From an optimization exercise on the open Yosys and OpenROAD flow, aimed at small area, a short achievable clock period and few clock cycles per item; shortcuts taken in it are not production practice. No activity file was given, so power comes from the tool's default toggle rates.

Setup of middle:
## sobel_top
module sobel_top #(
    parameter int IMG_WIDTH  = 160,
    parameter int IMG_HEIGHT = 120,
    parameter int ADDR_W     = 15
) (
    input  logic                 clk,
    input  logic                 rst_n,
    input  logic                 psel,
    input  logic                 penable,
    input  logic                 pwrite,
    input  sobel_pkg::apb_addr_t paddr,
    input  sobel_pkg::apb_data_t pwdata,
    output sobel_pkg::apb_data_t prdata,
    output logic                 pready,
    output logic                 pslverr,
    output logic                 src_rd_en,
    output logic [ADDR_W-1:0]    src_addr,
    input  sobel_pkg::rgb_t      src_data,
    output logic                 edge_we,
    output logic [ADDR_W-1:0]    edge_addr,
    output logic                 edge_bit
);
==> flow/config.mk <==
export PLATFORM = sky130hd
export DESIGN_NAME = sobel_top
export DESIGN_NICKNAME = sobel_top
export VERILOG_FILES = /design/flow/design.v
export SDC_FILE = /design/flow/constraint.sdc
export NUM_CORES = 4
export LEC_CHECK = 0
export CAP_MARGIN = 20
export CORE_MARGIN = 2
export CORE_UTILIZATION = 40
export SLEW_MARGIN = 20
==> flow/constraint.sdc <==
create_clock -name core_clock -period 5.5 [get_ports {clk}]
set_input_delay 1.1000 -clock core_clock [delete_from_list [all_inputs] [get_ports {clk}]]
set_output_delay 1.1000 -clock core_clock [all_outputs]
set_load 0.01 [all_outputs]
standard.sh (not shown) runs the stock make flow with config.mk's settings and CLKGATE_MAP_FILE= SYNTH_SCRIPT=/design/flow/synth_recipe.tcl, a recipe that flattens the netlist after the stock synthesis.
==> flow/flow/run.sh <==
#!/bin/bash
# The standard flow, with three changes to how the layout is made:
#  - Yosys's adder-cell mapping is off (adders are left as plain gates for ABC),
#  - ABC uses its area script,
#  - the port buffers are buf_2 cells instead of the slow delay-buffer cell that
#    buffer_ports picks by default.
set -euo pipefail
bash standard.sh ADDER_MAP_FILE= ABC_AREA=1 "BUFFER_PORTS_ARGS=-buffer_cell sky130_fd_sc_hd__buf_2" finish > flow_standard.log 2>&1
The following lists how south was set up differently from middle:
Settings: putting SETUP_SLACK_MARGIN at 3.1 where nothing was set.
==> run summary <==
- Number of standard cells in the final layout excluding fillers across middle and south: no real change.
- Post-route cell area grows slightly when moving from middle to south.
- As far as clock-pin slew on the worst setup and hold paths is concerned, south and middle perform about the same.
- Critical path class: register to output pin -> south, register to register -> middle
- Part of the total power dissipated in combinational logic: middle and south compared, higher one is south
- What south reported for number of violations reported at the end of detailed-routing iteration 0 has to be multiplied by 0.923 to get the figure for middle.
- middle has lower utilization than south.
- Between middle and south, the unique cell type count in the Yosys netlist does not differ in any meaningful way.
- Diff south..middle | final weighted congestion of routability-driven global placement | unchanged
- Going from middle to south, power density over the cells was more or less identical; maximum frequency went up by 37 MHz.
- Of middle and south, the higher maximum VDD drop belongs to south.
No run of this note included a check of the RTL's function; only the layout flow was run.


sobel_top again, from the RTL that the note above started with.
Settings: LEC_CHECK=0, CAP_MARGIN=20, CORE_MARGIN=2, CORE_UTILIZATION=40, CTS_BUF_LIST=sky130_fd_sc_hd__clkbuf_4 sky130_fd_sc_hd__clkbuf_8, CTS_CLUSTER_SIZE=16, SETUP_SLACK_MARGIN=3.1, SLEW_MARGIN=20; clock period 5.5 ns.
Scripts as last shown in full above: flow/flow/run.sh
The starting point produced a clean layout.
Rerun with:
Settings changed: CTS_BUF_LIST sky130_fd_sc_hd__clkbuf_4 sky130_fd_sc_hd__clkbuf_8 to sky130_fd_sc_hd__clkbuf_8, CTS_CLUSTER_SIZE 16 to not set.
Outcome:
- first-iteration DRC count decreases by 3.7%
- die area does not change
- global-route usage stays flat
- register-to-register slack degrades by 30 ps
Rerun with:
==> flow/flow/run.sh (replaced) <==
#!/bin/bash
# The standard flow, with these changes to how the layout is made:
#  - Yosys's adder-cell mapping is off (adders are left as plain gates for ABC),
#  - ABC uses its area script, with ABC's area-oriented mapper (amap) in place of map,
#  - the port buffers are buf_2 cells instead of the slow delay-buffer cell that
#    buffer_ports picks by default.
set -euo pipefail
ARGS=(ADDER_MAP_FILE= ABC_AREA=1 "BUFFER_PORTS_ARGS=-buffer_cell sky130_fd_sc_hd__buf_2")
# Synthesis reads the ORFS scripts from a copy whose ABC area script uses amap
cp -r "$FLOW_HOME/scripts" synth_scripts
sed -i 's/^map -B 0.9$/amap/' synth_scripts/abc_area.script
cat synth_scripts/abc_area.script > abc_script_used.log
bash standard.sh "${ARGS[@]}" SCRIPTS_DIR="$PWD/synth_scripts" synth > flow_synth.log 2>&1
bash standard.sh "${ARGS[@]}" finish > flow_standard.log 2>&1
Settings changed: CTS_BUF_LIST sky130_fd_sc_hd__clkbuf_8 to not set.
Outcome:
- The changed run completed without violations
- total power came out higher by roughly a tenth
- via count went down by a few percent
- worst hold slack gains 13 ps
- final area rises by a few percent
- global-route usage came out higher by 0.58 points
- register-to-register slack got worse by 580 ps
- utilization rose by 7.6 points
- setup slack loses 420 ps
- clock-buffer cell count went down by 25
Rerun with:
==> flow/flow/run.sh (replaced) <==
#!/bin/bash
# The standard flow, with three changes to how the layout is made:
#  - Yosys's adder-cell mapping is off (adders are left as plain gates for ABC),
#  - ABC uses its area script,
#  - the port buffers are buf_2 cells instead of the slow delay-buffer cell that
#    buffer_ports picks by default.
set -euo pipefail
bash standard.sh ADDER_MAP_FILE= ABC_AREA=1 "BUFFER_PORTS_ARGS=-buffer_cell sky130_fd_sc_hd__buf_2" finish > flow_standard.log 2>&1
Settings changed: SETUP_SLACK_MARGIN 3.1 to 3.35.
Result:
- The changed run finished clean
- final cell count grows by about a fifth
- non-clock buffer count shrinks by 49
- total power grows by a few percent
No functional check of the RTL was part of any run of this note.

static timing again, ports no longer ideal:
Ports are ideal in the flow. The routed layouts listed here were re-timed in OpenROAD.
Step 1 sets driving cells, clkbuf_16 on the clock port and buf_2 on the other inputs (assumed; they add their load-dependent delay and slew).
Step 2 also shifts input and output timing later by t, the mid clock arrival at the registers, as if the neighbouring blocks saw the same clock.
Slacks: ideal / step 1 / step 2; pairs: ideal / step 1.
run	t (ns)	setup slack, ns	hold slack, ns
middle	0.593	3.050 / 3.050 / 2.782	0.320 / 0.320 / 0.320
south	0.593	3.252 / 3.200 / 2.781	0.320 / 0.320 / 0.320
the first run of note 2	0.615	3.240 / 3.193 / 2.765	0.311 / 0.311 / 0.311
the second run of note 2	0.615	3.124 / 3.078 / 2.763	0.311 / 0.311 / 0.311
the third run of note 2	0.597	2.706 / 2.706 / 2.614	0.323 / 0.323 / 0.323
the fourth run of note 2	0.599	3.170 / 3.118 / 2.946	0.321 / 0.321 / 0.321
After both steps setup and hold are still met in every run listed. For the first run of note 2, which loses most, drivers alone change the setup slack by -0.047 ns; drivers and shift together by -0.475 ns.
